Source: an optimization exercise on an open RTL-to-GDS flow (aim: small area and a short achievable clock period). Production flows keep margins and buffers that such runs may drop. In this exercise RTL edits were held to simulation tests only and were not proved equivalent to the original. Power and IR drop assume default switching activity.

### design/flow/config.mk
export PLATFORM = sky130hd
export DESIGN_NAME = mips_v2_top
export DESIGN_NICKNAME = mips_v2_top
export VERILOG_FILES = /design/flow/design.v
export SDC_FILE = /design/flow/constraint.sdc
export NUM_CORES = 4
export LEC_CHECK = 0
export CAP_MARGIN = 20
export CORE_MARGIN = 2
export CORE_UTILIZATION = 58
export CTS_CLUSTER_DIAMETER = 60
export CTS_CLUSTER_SIZE = 24
export SLEW_MARGIN = 20
### design/flow/standard.sh
#!/bin/bash
# synth_recipe.tcl (not shown) runs the flow's synth.tcl, then flattens the netlist and writes it again
# the make line also repeats each setting of config.mk as NAME=value (left out here)
make -C /OpenROAD-flow-scripts/flow DESIGN_CONFIG=/design/flow/config.mk WORK_HOME=/design/flow/orfs CLKGATE_MAP_FILE= SYNTH_SCRIPT=/design/flow/synth_recipe.tcl "${@:-finish}"
### design/flow/constraint.sdc
create_clock -name core_clock -period 12.0 [get_ports {CLK}]
set_input_delay 2.4000 -clock core_clock [delete_from_list [all_inputs] [get_ports {CLK}]]
set_output_delay 2.4000 -clock core_clock [all_outputs]
set_load 0.01 [all_outputs]
### design/flow/flow/run.sh
#!/bin/bash
# Own flow: the standard layout (standard.sh, unchanged synthesis), with
#  - port buffers of type buf_1 (the resizer sizes them up where timing needs it)
#    instead of the default delay-cell buffers,
#  - the resizer allowed to swap cells across footprints,
#  - timing repair aimed at 5.8 ns of setup slack up to clock tree synthesis, and at
#    6.4 ns in the global-route repair, which sees the routed wires.
# Each run's make output goes to its own log file in the work folder.
set -euo pipefail
COMMON=(MATCH_CELL_FOOTPRINT=0 "BUFFER_PORTS_ARGS=-buffer_cell sky130_fd_sc_hd__buf_1")
bash standard.sh "${COMMON[@]}" SETUP_SLACK_MARGIN=5.8 cts > flow_make_cts.log 2>&1
bash standard.sh "${COMMON[@]}" SETUP_SLACK_MARGIN=6.4 finish > flow_make_finish.log 2>&1
test -f out/final.def
### design/flow/design.v
module mips_v2_top (
   input  logic        CLK,
   input  logic        RST,
   input  logic        write,
   input  logic [31:0] INST,
   output logic        flag,
   output logic [31:0] out,
   output logic [31:0] ina,
   output logic [31:0] inb,
   output logic [31:0] ALUA,
   output logic [31:0] ALUB,
   output logic [4:0]  addr
);
   localparam int ADD = 0, SUB = 1, AND = 2, OR = 3, XOR = 4, NOR = 5, SLT = 6,
                  SLTU = 7, MOVZ = 8, SLL = 9, SRL = 10, SRA = 11, LUI = 12, FLG = 13;
   localparam int NOP = 14;
   logic [31:0] rf_q [1:31];
   logic [31:0] ina_q, inb_q, alub_q;
   logic [4:0]  addr_q;
   logic [4:0]  sha_q;            
   logic        sft_q;            
   logic        sub_q;            
   logic [NOP-1:0] op_q;          
   logic        pw_q;             
   logic [31:0] res;
   logic        pw;               
   logic [31:0] p, g, c;
   logic        cout;
   always_comb begin
      logic [31:0] b, gg, pp, gn, pn;
      b  = alub_q ^ {32{sub_q}};
      p  = ina_q ^ b;
      g  = ina_q & b;
      gg = g;
      pp = p;
      gg[0] = g[0] | (p[0] & sub_q);
      for (int d = 1; d < 32; d = d * 2) begin
         gn = gg;
         pn = pp;
         for (int i = d; i < 32; i++) begin
            gn[i] = gg[i] | (pp[i] & gg[i-d]);
            pn[i] = pp[i] & pp[i-d];
         end
         gg = gn;
         pp = pn;
      end
      c    = {gg[30:0], sub_q};
      cout = gg[31];
   end
   logic [31:0] shl, shr;
   always_comb begin
      logic [31:0] l, r;
      logic        f;
      f = op_q[SRA] & inb_q[31];
      l = inb_q;
      r = inb_q;
      for (int k = 0; k < 5; k++) begin
         if (sha_q[k]) begin
            l = l << (1 << k);
            r = (r >> (1 << k)) | ~({32{1'b1}} >> (1 << k)) & {32{f}};
         end
      end
      shl = l;
      shr = r;
   end
   always_comb begin
      logic [31:0] rest, r0, r1;
      logic        adds, d31, slt1, sltc, addz, eqz, restz, fe, fc;
      adds = op_q[ADD] | op_q[SUB];
      rest = ({32{op_q[AND]}}  & (ina_q & alub_q))
           | ({32{op_q[OR]}}   & (ina_q | alub_q))
           | ({32{op_q[XOR]}}  & (ina_q ^ alub_q))
           | ({32{op_q[NOR]}}  & ~(ina_q | alub_q))
           | ({32{op_q[MOVZ]}} & ina_q)
           | ({32{op_q[SLL]}}  & shl)
           | ({32{op_q[SRL] | op_q[SRA]}} & shr)
           | ({32{op_q[LUI]}}  & {alub_q[15:0], 16'h0000});
      d31  = ina_q[31] ^ alub_q[31];
      slt1 = (op_q[SLT] & d31 & ina_q[31]) | (op_q[SLTU] & ~g[31] & ~p[31]);
      sltc = (op_q[SLT] & ~d31) | (op_q[SLTU] & ~g[31]);    
      r0   = rest | ({32{adds}} & p);
      r1   = rest | ({32{adds}} & ~p);
      for (int i = 1; i < 32; i++)
         res[i] = c[i] ? r1[i] : r0[i];
      r1[0] = rest[0] | (adds & (p[0] ^ sub_q)) | slt1;
      res[0] = c[31] ? r1[0] : (r1[0] | sltc);
      addz  = ((ina_q ^ alub_q) == {(ina_q[30:0] | alub_q[30:0]), 1'b0});
      eqz   = (ina_q == alub_q);
      restz = (rest == 32'h0);
      fe    = (op_q[ADD] & addz) | (op_q[SUB] & eqz) |
              (op_q[SLT] & d31 & ~ina_q[31]) | (op_q[SLTU] & g[31]) |
              (~op_q[ADD] & ~op_q[SUB] & ~op_q[SLT] & ~op_q[SLTU] & restz);
      fc    = (op_q[SLT] & ~d31) | (op_q[SLTU] & p[31]);
      flag  = op_q[FLG] & (fe | (fc & c[31]));
      pw    = pw_q & (~op_q[MOVZ] | (inb_q == 32'h0));
   end
   logic [5:0]  opc, fn;
   logic [4:0]  rs, rt, rd, sh;
   logic [15:0] imm;
   logic [31:0] ra, rb;
   logic        ba, bb;
   assign opc = INST[31:26];
   assign rs  = INST[25:21];
   assign rt  = INST[20:16];
   assign rd  = INST[15:11];
   assign sh  = INST[10:6];
   assign fn  = INST[5:0];
   assign imm = INST[15:0];
   always_comb begin
      logic [31:0] xa, xb;
      xa = '0;
      xb = '0;
      for (int i = 1; i < 32; i++) begin
         xa = xa | ({32{(rs == 5'(i))}} & rf_q[i]);
         xb = xb | ({32{(rt == 5'(i))}} & rf_q[i]);
      end
      ra = xa;
      rb = xb;
   end
   assign ba = pw & (rs == addr_q);
   assign bb = pw & (rt == addr_q);
   logic [NOP-1:0] op_d;
   logic        valid, rtype, shimm, shvar, sext, zext;
   always_comb begin
      op_d   = '0;
      valid  = 1'b1;
      rtype  = 1'b0;
      shimm  = 1'b0;
      shvar  = 1'b0;
      sext   = 1'b0;
      zext   = 1'b0;
      case (opc)
         6'h00: begin
            rtype = 1'b1;
            case (fn)
               6'h20, 6'h21: op_d[ADD]  = 1'b1;
               6'h22, 6'h23: op_d[SUB]  = 1'b1;
               6'h24:        op_d[AND]  = 1'b1;
               6'h25:        op_d[OR]   = 1'b1;
               6'h26:        op_d[XOR]  = 1'b1;
               6'h27:        op_d[NOR]  = 1'b1;
               6'h2A:        op_d[SLT]  = 1'b1;
               6'h2B:        op_d[SLTU] = 1'b1;
               6'h0A:        op_d[MOVZ] = 1'b1;
               6'h00: begin op_d[SLL] = 1'b1; shimm = 1'b1; end
               6'h02: begin op_d[SRL] = 1'b1; shimm = 1'b1; end
               6'h03: begin op_d[SRA] = 1'b1; shimm = 1'b1; end
               6'h04: begin op_d[SLL] = 1'b1; shvar = 1'b1; end
               6'h06: begin op_d[SRL] = 1'b1; shvar = 1'b1; end
               6'h07: begin op_d[SRA] = 1'b1; shvar = 1'b1; end
               default: valid = 1'b0;
            endcase
         end
         6'h08, 6'h09: begin op_d[ADD] = 1'b1; sext = 1'b1; end
         6'h0A:        begin op_d[SLT] = 1'b1; sext = 1'b1; end
         6'h0C:        begin op_d[AND] = 1'b1; zext = 1'b1; end
         6'h0D:        begin op_d[OR]  = 1'b1; zext = 1'b1; end
         6'h0E:        begin op_d[XOR] = 1'b1; zext = 1'b1; end
         6'h0F:        begin op_d[LUI] = 1'b1; zext = 1'b1; end
         default:      valid = 1'b0;
      endcase
      op_d[FLG] = 1'b1;
   end
   logic        selb, sela;
   logic [31:0] ina_d, inb_d, alub_d;
   logic [4:0]  addr_d, sha_d;
   logic        sub_d;
   assign selb   = ~shimm & ~shvar & ~sext & ~zext;    
   assign sela   = shvar;                              
   assign ina_d  = ({32{~ba}} & ra) | ({32{ba}} & res);
   assign inb_d  = ({32{~bb}} & rb) | ({32{bb}} & res);
   assign alub_d = ({32{selb & ~bb}} & rb) | ({32{sela & ~ba}} & ra)
                 | ({32{(selb & bb) | (sela & ba)}} & res)
                 | {{16{sext & imm[15]}}, {16{sext | zext}} & imm}
                 | {27'h0, {5{shimm}} & sh};
   assign sha_d  = ({5{shimm}} & sh) | ({5{shvar & ~ba}} & ra[4:0])
                 | ({5{shvar & ba}} & res[4:0]);
   assign addr_d = ~valid ? 5'd0 : rtype ? rd : rt;
   assign sub_d  = op_d[SUB] | op_d[SLT] | op_d[SLTU];
   always_ff @(posedge CLK) begin
      if (RST) begin
         ina_q  <= '0;
         inb_q  <= '0;
         alub_q <= '0;
         addr_q <= '0;
         sha_q  <= '0;
         sft_q  <= 1'b0;
         sub_q  <= 1'b0;
         op_q   <= '0;
         pw_q   <= 1'b0;
      end else begin
         ina_q  <= ina_d;
         inb_q  <= inb_d;
         alub_q <= alub_d;
         addr_q <= addr_d;
         sha_q  <= sha_d;
         sft_q  <= shimm | shvar;
         sub_q  <= sub_d;
         op_q   <= op_d;
         pw_q   <= write & valid & (addr_d != 5'd0);
      end
   end
   always_ff @(posedge CLK) begin
      for (int i = 1; i < 32; i++)
         if (RST || (pw && addr_q == 5'(i))) rf_q[i] <= RST ? 32'h0 : res;
   end
   assign out  = res;
   assign ina  = ina_q;
   assign inb  = inb_q;
   assign ALUA = sft_q ? inb_q : ina_q;
   assign ALUB = alub_q;
   assign addr = addr_q;
endmodule
==> impl_metrics.json, run 1 <==
{
  "sw_frac_of_total_pct": 28.9,
  "vdd_drop_max_mv": 0.169,
  "grtUsageMet3_pct": 29.6,
  "die_h_um": 312,
  "ys.flop_type": "edfxtp_1",
  "drt_wl_total_um": 282000,
  "crit_required_ns": 9.60,
  "placementRows": 112,
  "drc": 0,
  "drv_cap": 0,
  "grt_pass1_wl_um": 375000,
  "power.share.sequential_pct": 55.5,
  "first_iter_violations": 13900,
  "hold_violations": 0,
  "overflow": 0,
  "port_buffers": 200,
  "die_w_um": 312,
  "drv_slew": 0,
  "r2r-end": "alub_q[17]",
  "clockBufferDepth": 3,
  "clock-root-buffer": "clkbuf_16",
  "wl_per_cell_um": 46.7,
  "grt_pass1_vias": 46500,
  "timing.final.crit_period_ns": 6.32,
  "place_area_mm2": 0.0578,
  "ys_types": 87,
  "met1_usage_pct": 64.3,
  "path_max_fanout": 5,
  "cts_htree_levels": 3,
  "crit_chain": "buf_6, xor2_1, ha_1, a211oi_2, nor2_2, o221ai_2, a211o_1, buf_6, nand3_4, nor2_2, a221oi_4, o21ba_4, inv_1, buf_1",
  "finalSetupTns_ns": 0,
  "arrival_ns": 3.92,
  "synth-edff-count": 992,
  "p_int_mw": 5.86,
  "start_util_pct": 58.7,
  "fmax_mhz": 158,
  "yosysTopAreaCell": "edfxtp_1",
  "dieArea_mm2": 0.0973,
  "finalHoldWorstSlack_ns": 0.803,
  "synthAdderAreaFrac_pct": 2.16,
  "drive_gt1_share_pct": 17.4,
  "vias_per_cell": 8.47,
  "tightest_slew_ns": 1.21,
  "startpoint": "sub_q",
  "synth_compound_area_share_pct": 19.8,
  "syn_nets": 4680,
  "cts.sinks": 1115,
  "coreArea_mm2": 0.0936,
  "synthMuxAreaShare_pct": 4.76,
  "synth_xor_area_share_pct": 1.48,
  "clkSlewWorstSetupHoldPaths_ns": 0.09,
  "worst_hold_path_type": "reg -> reg",
  "use_met2_pct": 76.8,
  "skew_ns": 0.0673,
  "syn_area_per_cell_um2": 12.1,
  "pin_count": 201,
  "critPathMaxStageDelay_ns": 0.44,
  "p_comb_share_pct": 13.6,
  "worstSetupPathType": "reg -> out",
  "nets": 4873,
  "synth_top_family_by_area": "compound AO/OA/AOI/OAI gates",
  "clkPwrFrac_pct": 30.9,
  "grt_max_degree": 74,
  "worstSkewPairLatency_ns": 0.69,
  "status": "no timing/DRC/antenna violations",
  "syn_inst": 4550,
  "numCtsBuffers": 68,
  "synth-simple-area-share_pct": 9.86,
  "cts_tree": "built",
  "antenna_found_initial": 18,
  "yosysSeqAreaShare_pct": 58.7,
  "rsz0062_at_grt": "yes",
  "place.gp.congestion": 1.13,
  "dp_hpwl_um": 157000,
  "rrSetupSlack_ns": 7.68,
  "power_density_mw_per_mm2": 132,
  "track_usage_pct": 56.0,
  "setup_viol": 0,
  "reg2regPathDepth": 10,
  "area_delta_synth_final_pct": 13.8,
  "fin_crit_sh_pct": 52.7,
  "vias": 51200,
  "dr.pass1.iters": 15,
  "r2r-start": "inb_q[18]",
  "syn_area_mm2": 0.0550,
  "relSlewSlack_pct": 19.4,
  "startpoint_type": "flip-flop",
  "endpoint": "out[31]",
  "synth_top_area_share_pct": 54.2,
  "busiest_layer": "met2",
  "leakage_nw": 22.4,
  "synthArstFlopShare_pct": 0,
  "ant_nets": 0,
  "final_area_mm2": 0.0626,
  "slowest_stage": "ha_1",
  "yosys-top-cells-area": "edfxtp_1 54%, a22oi_1 13%, dfxtp_1 4.5%",
  "crit_path_end_kind": "primary output",
  "synth-seq-cells": 1115,
  "synth_warnings": 2,
  "switchingPower_mw": 2.38
}
## power groups by stage
stage          clock network, mW  logic [mW]  registers (mW)
6_report                    2.55        1.12            4.58
5_1_grt                     2.63        1.11            4.58
4_1_cts                     2.51       0.967            4.56
3_5_place_dp                   0       0.939            4.65
3_3_place_gp                   0       0.941            4.64
2_1_floorplan                  0       0.492            4.57
## synthesized netlist by cell type, drive strengths merged (26+ instances only)
library cell / number
nand3: 77
buf: 99
mux2i: 88
a221oi: 27
o21ai: 127
nor4: 53
a21oi: 104
ha: 95
nor3: 69
clkbuf: 256
nand4: 116
a31oi: 26
xor2: 68
nand2: 421
a222oi: 84
a22oi: 932
inv: 102
nor2: 242
edfxtp: 992
mux4: 64
a211oi: 40
dfxtp: 123
## metal layers
layer  wire length, um  share of wire, %
met5               456              0.16
met4             33500                12
met3             54700                19
met2            111000                39
met1             83300                29
## how the worst min path moves through the flow
stage / from / to / slack (ns) / cells after the start
4_1_cts: rf_q[31][16] / inb_q[16] / 0.78 / 5
5_1_grt: rf_q[30][16] / ina_q[16] / 0.85 / 5
3_5_place_dp: rf_q[31][16] / inb_q[16] / 0.77 / 5
3_3_place_gp: rf_q[31][16] / inb_q[16] / 0.73 / 5
2_1_floorplan: rf_q[13][20] / inb_q[20] / 0.68 / 6
6_report: rf_q[9][16] / ina_q[16] / 0.80 / 5
## cell usage in the layout, fill, tap and decap left out, types with 32 or more instances in the layout
master and instances:
ha_1 83, nor2_1 168, inv_1 88, dfxtp_2 44, nand4_1 116, nand2_1 417
a222oi_1 84, buf_4 248, dfxtp_1 66, nor4_1 48, a21oi_1 86, clkbuf_16 74
mux2i_1 80, nor2_4 66, a22oi_1 930, xor2_1 60, nor3_1 62, nand3_1 73
mux4_2 61, buf_1 173, a211oi_1 35, edfxtp_1 992, o21ai_0 78, o21ai_4 32
## metrics by stage
| stage | utilization (%) | power, mW | instances | worst slack [ns] |
|---|---|---|---|---|
| 6_report | 66.9 | 8.25 | 6052 | 5.68 |
| 5_1_grt | 66.8 | 8.32 | 6038 | 5.54 |
| 4_1_cts | 65.0 | 8.03 | 5932 | 5.67 |
| 3_5_place_dp | 61.7 | 5.59 | 5792 | 5.12 |
| 3_3_place_gp | 61.7 | 5.58 | 5792 | 5.07 |
| 2_1_floorplan | - | 5.06 | 4550 | 6.13 |
## registers in the layout, summed over array words and instances, names as in the netlist, 5 cells and up
name    cells
inb_q      32
op_q       14
addr_q      5
alub_q     32
ina_q      32
rf_q      992
sha_q       5
## final cells by class
class | instances | area [um^2]
Timing Repair inverter | 1 | 7.51
Fill cell | 7001 | 31000
Timing Repair Buffer | 477 | 3200
Sequential cell | 1115 | 32400
Tap cell | 1254 | 1570
Clock buffer | 77 | 1800
Multi-Input combinational cell | 2977 | 22800
Clock inverter | 33 | 359
Inverter | 103 | 402
Antenna cell | 15 | 37.5
## cells by family (layout without fill, tap and decap cells)
logic type / after synthesis / after routing
buffers and inverters: 458 / 691
AND/OR/NAND/NOR: 1132 / 1132
multiplexers: 176 / 176
XOR/XNOR: 93 / 93
AO/OA/AOI/OAI: 1481 / 1481
flip-flops: 1115 / 1115
other: 0 / 15
adder cells (fa/ha/maj): 95 / 95
## worst max-delay path, delay by kind of cell, from the launching register on
family | cells | cell delay (ns)
AND/OR/NAND/NOR | 3 | 0.44
buffers and inverters | 4 | 0.50
XOR/XNOR | 1 | 0.16
AO/OA/AOI/OAI | 5 | 1.33
flip-flops | 1 | 0.39
adder cells (fa/ha/maj) | 1 | 0.44
## what timing repair did
| action | 4_1_cts | 5_1_grt |
|---|---|---|
| gates resized for setup | 144 | 234 |
| pin swaps | 28 | 79 |
| setup buffers | 27 | 103 |
| cloned | 3 | 2 |
| hold buffers | 0 | 0 |
| setup endpoints to repair | 33 | 34 |
==> run 2, diff against run 1 <==
==> design/flow/flow/run.sh (replaced) <==
#!/bin/bash
# Own flow: the standard layout (standard.sh, unchanged synthesis), with
#  - port buffers of type buf_1 (the resizer sizes them up where timing needs it)
#    instead of the default delay-cell buffers,
#  - the resizer allowed to swap cells across footprints,
#  - timing repair aimed at 5.8 ns of setup slack up to clock tree synthesis, and at
#    6.2 ns in the global-route repair, which sees the routed wires.
# Each run's make output goes to its own log file in the work folder.
set -euo pipefail
COMMON=(MATCH_CELL_FOOTPRINT=0 "BUFFER_PORTS_ARGS=-buffer_cell sky130_fd_sc_hd__buf_1")
bash standard.sh "${COMMON[@]}" SETUP_SLACK_MARGIN=5.8 cts > flow_make_cts.log 2>&1
bash standard.sh "${COMMON[@]}" SETUP_SLACK_MARGIN=6.2 finish > flow_make_finish.log 2>&1
test -f out/final.def
--- a/design/flow/config.mk
+++ b/design/flow/config.mk
@@ -7,7 +7,7 @@
 export LEC_CHECK = 0
 export CAP_MARGIN = 20
 export CORE_MARGIN = 2
-export CORE_UTILIZATION = 58
+export CORE_UTILIZATION = 50
 export CTS_CLUSTER_DIAMETER = 60
 export CTS_CLUSTER_SIZE = 24
 export SLEW_MARGIN = 20
==> run 2 against run 1 <==
Effect of this change:
- final area increased by 2.0%
- wire length up 7.9%
- total power grew 8.8%
- non-clock buffer count is 13 higher
- clock skew down 0.0016 ns
- sequential power hardly changed
- combinational power grew 5%
- sequential share of layout area down 0.99 points
- clock-buffer cell count rose by 11
- final cell count grew 3.6%
- largest cell class unchanged
- highest routed layer unchanged
==> impl_metrics.json, run 2 <==
{
  "critPathBufInv": 2,
  "clockBufferDepth": 3,
  "use_met2_pct": 74.1,
  "fmax_mhz": 155,
  "synth-edff-count": 992,
  "vias": 51000,
  "cts.sinks": 1115,
  "ant_nets": 0,
  "reg2regPathDepth": 9,
  "cts_tree": "built",
  "critPathMaxStageDelay_ns": 1.18,
  "arrival_ns": 4.06,
  "worst_hold_path_type": "reg -> reg",
  "vias_per_cell": 8.14,
  "rsz0062_at_grt": "yes",
  "start_util_pct": 50.4,
  "hold_violations": 0,
  "area_delta_synth_final_pct": 16.2,
  "drive_gt1_share_pct": 18.3,
  "synth_top_area_share_pct": 54.2,
  "ys_types": 87,
  "power_density_mw_per_mm2": 141,
  "worst-path-stages": 9,
  "r2r-end": "rf_q[20][25]",
  "r2r-start": "inb_q[1]",
  "dieArea_mm2": 0.113,
  "yosysMostFrequentCell": "edfxtp_1",
  "clock-root-buffer": "clkbuf_16",
  "leakage_nw": 22.9,
  "port_buffers": 200,
  "synth_commonest_cells": "992 x edfxtp_1, 932 x a22oi_1, 421 x nand2_1",
  "path_max_fanout": 33,
  "worstSetupPathType": "reg -> out",
  "syn_nets": 4680,
  "setup_viol": 0,
  "yosysSeqAreaShare_pct": 58.7,
  "drv_cap": 0,
  "overflow": 0,
  "p_total_mw": 8.98,
  "grt_pass1_wl_um": 401000,
  "cp_top_family": "compound AO/OA/AOI/OAI gates",
  "startpoint": "op_q[8]",
  "ys.flop_type": "edfxtp_1",
  "syn_area_per_cell_um2": 12.1,
  "pin_count": 201,
  "met1_usage_pct": 61.3,
  "track_usage_pct": 52.7,
  "wl_per_cell_um": 48.6,
  "worst_slack_ns": 5.54,
  "cts_htree_levels": 3,
  "startpoint_type": "flip-flop",
  "antenna_found_initial": 16,
  "relSlewSlack_pct": 13.3,
  "grt_pass1_vias": 46800,
  "die_w_um": 336,
  "tightest_slew_ns": 1.30,
  "first_iter_violations": 11900,
  "mostFrequentLayoutCell": "edfxtp_1",
  "drc": 0,
  "regMostFlops": "rf_q",
  "drv_slew": 0,
  "yosys-top-cells-area": "edfxtp_1 54%, a22oi_1 13%, dfxtp_1 4.5%",
  "placementRows": 121,
  "crit_path_end_kind": "primary output",
  "dp_hpwl_um": 173000,
  "syn_inst": 4550,
  "busiest_layer": "met2",
  "crit_required_ns": 9.60,
  "worstHoldStart": "rf_q[20][1]",
  "holdPathStages": 6,
  "synth-seq-cells": 1115,
  "synthArstFlopShare_pct": 0,
  "fin_crit_sh_pct": 53.9,
  "numCtsBuffers": 86,
  "grt_max_degree": 65,
  "place.gp.congestion": 1.05,
  "finalSetupTns_ns": 0,
  "synth_warnings": 2,
  "dr.pass1.iters": 10,
  "timing.final.crit_period_ns": 6.46,
  "skew_ns": 0.0657,
  "worstSkewPairLatency_ns": 0.76,
  "syn_area_mm2": 0.0550,
  "vdd_drop_max_mv": 0.157,
  "hold_path_end": "inb_q[1]",
  "status": "no timing/DRC/antenna violations",
  "largest_reg_flops": 992,
  "clkSlewWorstSetupHoldPaths_ns": 0.08,
  "yosysTopAreaCell": "edfxtp_1",
  "drt_wl_total_um": 305000,
  "crit_chain": "buf_4, a222oi_1, o311a_1, nand3_4, nor4_2, and4b_1, nand4_1, o21ai_2, buf_2",
  "coreArea_mm2": 0.109,
  "nets": 4903,
  "die_h_um": 336,
  "slowest_stage": "a222oi_1",
  "preCtsSetupSlack_ns": 4.80,
  "rrSetupSlack_ns": 7.77,
  "grtUsageMet3_pct": 24.5,
  "layout_common_cells": "992 x edfxtp_1, 930 x a22oi_1, 418 x nand2_1, 259 x buf_4, 186 x buf_1"
}
[run 2: cell counts after synthesis]
No cell type changed its count.
[run 2: power by group]
part / leakage, nW / total (mW) / switching [mW] / internal (mW)
Clock: 1.55 / 3.24 / 1.68 / 1.56
Combinational: 10.1 / 1.18 / 0.855 / 0.324
Sequential: 11.3 / 4.55 / 0.173 / 4.38
Total: 22.9 / 8.98 / 2.71 / 6.26
[run 2: worst max path at each step]
stage	end	slack, ns
6_report	flag	5.54
5_1_grt	out[30]	5.63
4_1_cts	out[13]	5.68
3_3_place_gp	out[30]	4.78
3_5_place_dp	out[30]	4.80
2_1_floorplan	out[28]	6.13
[run 2: layout make-up]
cell class | instances | area (um^2)
Antenna cell | 11 | 27.5
Clock inverter | 69 | 993
Sequential cell | 1115 | 32400
Inverter | 103 | 403
Fill cell | 8900 | 45200
Multi-Input combinational cell | 2977 | 22800
Timing Repair Buffer | 490 | 3310
Clock buffer | 88 | 2180
Tap cell | 1414 | 1770
[run 2: cell families (layout without fill, tap and decap cells)]
logic type | after synthesis | in the layout | synth area share (%)
AO/OA/AOI/OAI | 1481 | 1481 | 19.8
AND/OR/NAND/NOR | 1132 | 1132 | 9.86
flip-flops | 1115 | 1115 | 58.7
buffers and inverters | 458 | 750 | 3.32
multiplexers | 176 | 176 | 4.76
adder cells (fa/ha/maj) | 95 | 95 | 2.16
XOR/XNOR | 93 | 93 | 1.48
other | 0 | 11 | 0
[run 2: what timing repair did]
item / 4_1_cts / 5_1_grt
cloned: 4 / 4
setup buffers: 65 / 43
setup endpoints to repair: 33 / 34
pin swaps: 50 / 65
resized for setup: 201 / 131
hold buffers: 0 / 0
[run 2: metrics by stage]
stage,utilization [%],hold WS (ns),std cells,area [um^2]
floorplan,-,0.685,4550,55000
global placement,53.4,0.795,5980,58200
detailed placement,53.4,0.792,5981,58300
CTS,57.7,0.825,6207,62900
global route,58.6,0.885,6256,63800
finish,58.6,0.838,6267,63900
[run 2: tightest hold or removal path, stage by stage, from the launching register on]
cell,delay [ns]
edfxtp_1,0.35
a22oi_1,0.07
nand2_1,0.06
nor3_1,0.06
a21oi_1,0.14
a21oi_1,0.05
nor2_1,0.07
[run 2: metal layers]
metal	share of wire (%)	routed length [um]
met5	0.13	391
met2	40	123000
met1	31	95100
met3	18	53700
met4	11	32600
==> run 3, diff against run 2 <==
==> design/flow/flow/run.sh (replaced) <==
#!/bin/bash
# Own flow: the standard layout (standard.sh, unchanged synthesis), with
#  - port buffers of type buf_1 (the resizer sizes them up where timing needs it)
#    instead of the default delay-cell buffers,
#  - the resizer allowed to swap cells across footprints,
#  - timing repair aimed at 6.0 ns of setup slack up to clock tree synthesis, and at
#    6.6 ns in the global-route repair, which sees the routed wires.
# Each run's make output goes to its own log file in the work folder.
set -euo pipefail
COMMON=(MATCH_CELL_FOOTPRINT=0 "BUFFER_PORTS_ARGS=-buffer_cell sky130_fd_sc_hd__buf_1")
bash standard.sh "${COMMON[@]}" SETUP_SLACK_MARGIN=6.0 cts > flow_make_cts.log 2>&1
bash standard.sh "${COMMON[@]}" SETUP_SLACK_MARGIN=6.6 finish > flow_make_finish.log 2>&1
test -f out/final.def
==> run 3 against run 2 <==
Effect of this change:
- first-iteration DRC count is 0.38% lower
- flip-flop and latch count stayed put
- clock-buffer cell count stayed put
- clock power hardly changed
- final cell count is 0.77% higher
- wire length is 0.18% higher
- core utilization is 0.62 points higher
- final area is 1.1% higher
- global-route usage hardly changed
- critical endpoint unchanged
- largest power group unchanged
==> impl_metrics.json, run 3 <==
{
  "arrival_ns": 4.31,
  "worstHoldStart": "rf_q[20][1]",
  "coreArea_mm2": 0.109,
  "startpoint_type": "flip-flop",
  "placementRows": 121,
  "layout_common_cells": "992 x edfxtp_1, 930 x a22oi_1, 414 x nand2_1, 295 x buf_4, 177 x buf_1",
  "nets": 4955,
  "ant_nets": 0,
  "yosysMostFrequentCell": "edfxtp_1",
  "synthMuxAreaShare_pct": 4.76,
  "cts_hold_buf": 0,
  "clock-root-buffer": "clkbuf_16",
  "largest_reg_flops": 992,
  "setup_viol": 0,
  "vdd_drop_max_mv": 0.156,
  "synth-seq-cells": 1115,
  "drc": 0,
  "clkSlewWorstSetupHoldPaths_ns": 0.08,
  "cts.sinks": 1115,
  "numCtsBuffers": 86,
  "reg2regPathDepth": 14,
  "syn_nets": 4680,
  "grt_pass1_vias": 46900,
  "holdPathStages": 6,
  "dp_hpwl_um": 173000,
  "track_usage_pct": 52.7,
  "synth-edff-count": 992,
  "cts_tree": "built",
  "die_w_um": 336,
  "drt_wl_total_um": 305000,
  "p_int_mw": 6.27,
  "relSlewSlack_pct": 16.4,
  "vias": 51300,
  "die_h_um": 336,
  "wl_per_cell_um": 48.4,
  "p_comb_share_pct": 13.3,
  "dieArea_mm2": 0.113,
  "first_iter_violations": 11900,
  "yosys-top-cells-area": "edfxtp_1 54%, a22oi_1 13%, dfxtp_1 4.5%",
  "dr.pass1.iters": 8,
  "yosysSeqAreaShare_pct": 58.7,
  "tightest_slew_ns": 1.25,
  "synth_compound_area_share_pct": 19.8,
  "drv_slew": 0,
  "worst_hold_path_type": "reg -> reg",
  "skew_ns": 0.0680,
  "area_delta_synth_final_pct": 17.4,
  "timing.final.crit_period_ns": 6.71,
  "regMostFlops": "rf_q",
  "power_density_mw_per_mm2": 139,
  "power.share.sequential_pct": 50.6,
  "path_max_fanout": 5,
  "synth_top_area_share_pct": 54.2,
  "overflow": 0,
  "synth_xor_area_share_pct": 1.48,
  "syn_area_per_cell_um2": 12.1,
  "status": "no timing/DRC/antenna violations",
  "fin_crit_sh_pct": 55.9,
  "r2r-start": "sub_q",
  "synthArstFlopShare_pct": 0,
  "ys_types": 87,
  "synth-simple-area-share_pct": 9.86,
  "rsz0062_at_grt": "yes",
  "finalSetupTns_ns": 0,
  "port_buffers": 200,
  "leakage_nw": 23.3,
  "rrSetupSlack_ns": 7.76,
  "start_util_pct": 50.4,
  "grt_pass1_wl_um": 401000,
  "sw_frac_of_total_pct": 30.2,
  "vias_per_cell": 8.13,
  "r2r-end": "rf_q[5][17]",
  "synth_warnings": 2,
  "layoutNonFillerInstCount": 6315,
  "grt_max_degree": 65,
  "cts_htree_levels": 3,
  "crit_required_ns": 9.60,
  "ys.flop_type": "edfxtp_1",
  "antenna_found_initial": 17,
  "worstSetupPathType": "reg -> out",
  "clkPwrFrac_pct": 36.1,
  "synth_top_family_by_area": "compound AO/OA/AOI/OAI gates",
  "synth_commonest_cells": "992 x edfxtp_1, 932 x a22oi_1, 421 x nand2_1",
  "syn_area_mm2": 0.0550,
  "crit_path_end_kind": "primary output",
  "clockBufferDepth": 3,
  "switchingPower_mw": 2.72,
  "syn_inst": 4550,
  "p_total_mw": 8.99,
  "dp.cells": 5981,
  "synthAdderAreaFrac_pct": 2.16,
  "mostFrequentLayoutCell": "edfxtp_1",
  "hold_path_end": "inb_q[1]",
  "drv_cap": 0,
  "yosysTopAreaCell": "edfxtp_1",
  "worstSkewPairLatency_ns": 0.75,
  "place.gp.congestion": 1.05,
  "drive_gt1_share_pct": 19.8,
  "hold_violations": 0,
  "fmax_mhz": 149,
  "pin_count": 201
}
run 3: cell counts after synthesis:
No cell type changed its count.
run 3: kinds of logic after synthesis:
kind of cell             count (synthesis)
multiplexers                           176
AO/OA/AOI/OAI                         1481
AND/OR/NAND/NOR                       1132
buffers and inverters                  458
adder cells (fa/ha/maj)                 95
flip-flops                            1115
XOR/XNOR                                93
run 3: worst max-delay path by stage:
stage | to | cells after the start | slack [ns] | from
global route | flag | 10 | 5.42 | ina_q[23]
detailed placement | out[30] | 10 | 4.80 | sha_q[1]
CTS | out[30] | 10 | 5.73 | ina_q[30]
floorplan | out[28] | 13 | 6.13 | sub_q
finish | flag | 10 | 5.29 | ina_q[23]
global placement | out[30] | 10 | 4.78 | sha_q[1]
run 3: critical path, cell delays in order, from the launching register on:
cell     delay (ns)
dfxtp_1        0.55
inv_1          0.40
ha_1           0.49
a22oi_1        0.18
nand3_1        0.48
nor2_1         0.33
nand3_2        0.27
and4b_1        0.35
nand4_1        0.11
o21ai_2        0.23
buf_2          0.18
run 3: metrics by stage:
| step | setup slack [ns] | area (um^2) | utilization (%) | hold slack, ns |
|---|---|---|---|---|
| 6_report | 5.29 | 64500 | 59.2 | 0.837 |
| 5_1_grt | 5.42 | 64500 | 59.2 | 0.885 |
| 4_1_cts | 5.73 | 63300 | 58.1 | 0.825 |
| 3_5_place_dp | 4.80 | 58300 | 53.4 | 0.792 |
| 3_3_place_gp | 4.78 | 58200 | 53.4 | 0.795 |
| 2_1_floorplan | 6.13 | 55000 | - | 0.685 |
run 3: layer usage:
metal / wire length [um] / vias up / share of wire, % / GRT usage, %
met5: 437 / - / 0.14 / 1.82
met4: 32600 / 26 / 11 / 42.8
met3: 54800 / 1802 / 18 / 24.6
met2: 124000 / 6085 / 40 / 74.5
met1: 94000 / 24500 / 31 / 61.0
li1: - / 18900 / - / -
run 3: power groups by stage:
stage / registers (mW) / clock network (mW) / logic [mW]
final: 4.55 / 3.25 / 1.19
after global routing: 4.56 / 3.37 / 1.18
after CTS: 4.54 / 3.22 / 1.07
after detailed placement: 4.62 / 0 / 1.01
after global placement: 4.62 / 0 / 1.02
after floorplan: 4.57 / 0 / 0.492
run 3: what timing repair did:
| action | 4_1_cts | 5_1_grt |
|---|---|---|
| cloned | 4 | 2 |
| setup buffers | 93 | 68 |
| pin swaps | 73 | 61 |
| resized for setup | 259 | 154 |
| endpoints found under the setup margin | 33 | 44 |
run 3: area by class of cell:
type	instances	area, um^2
Multi-Input combinational cell	2977	22900
Antenna cell	7	17.5
Clock inverter	69	993
Inverter	103	405
Fill cell	8845	44500
Sequential cell	1115	32400
Tap cell	1414	1770
Clock buffer	88	2180
Timing Repair Buffer	542	3840

==> port drivers added, routing unchanged <==
How much do the figures lean on ideal ports? The routed layouts below were timed once more, with nothing changed but the port constraints. Step 1 assumes that a clkbuf_16 drives the clock port and a buf_2 every other input. Step 2 adds t to the input delays and takes it off the output delays; t is the mean of the earliest and latest rising clock arrival at the registers after step 1. Input paths then give back, and output paths get back, about the clock's delay inside the block. Slacks: ideal / step 1 / step 2; pairs: ideal / step 1.
run | t (ns) | setup WS [ns] | clock arrival spread, ns | worst data-port slew with drivers (ns)
run 1 | 0.724 | 5.676 / 5.607 / 5.536 | 0.068 / 0.067 | 0.15
run 2 | 0.795 | 5.535 / 5.463 / 5.321 | 0.066 / 0.066 | 0.15
run 3 | 0.790 | 5.295 / 5.223 / 5.599 | 0.068 / 0.068 | 0.14
After both steps every run listed still meets setup and hold. The setup slack of run 2, which loses most, moves by -0.072 ns with the drivers and by -0.214 ns with both steps.
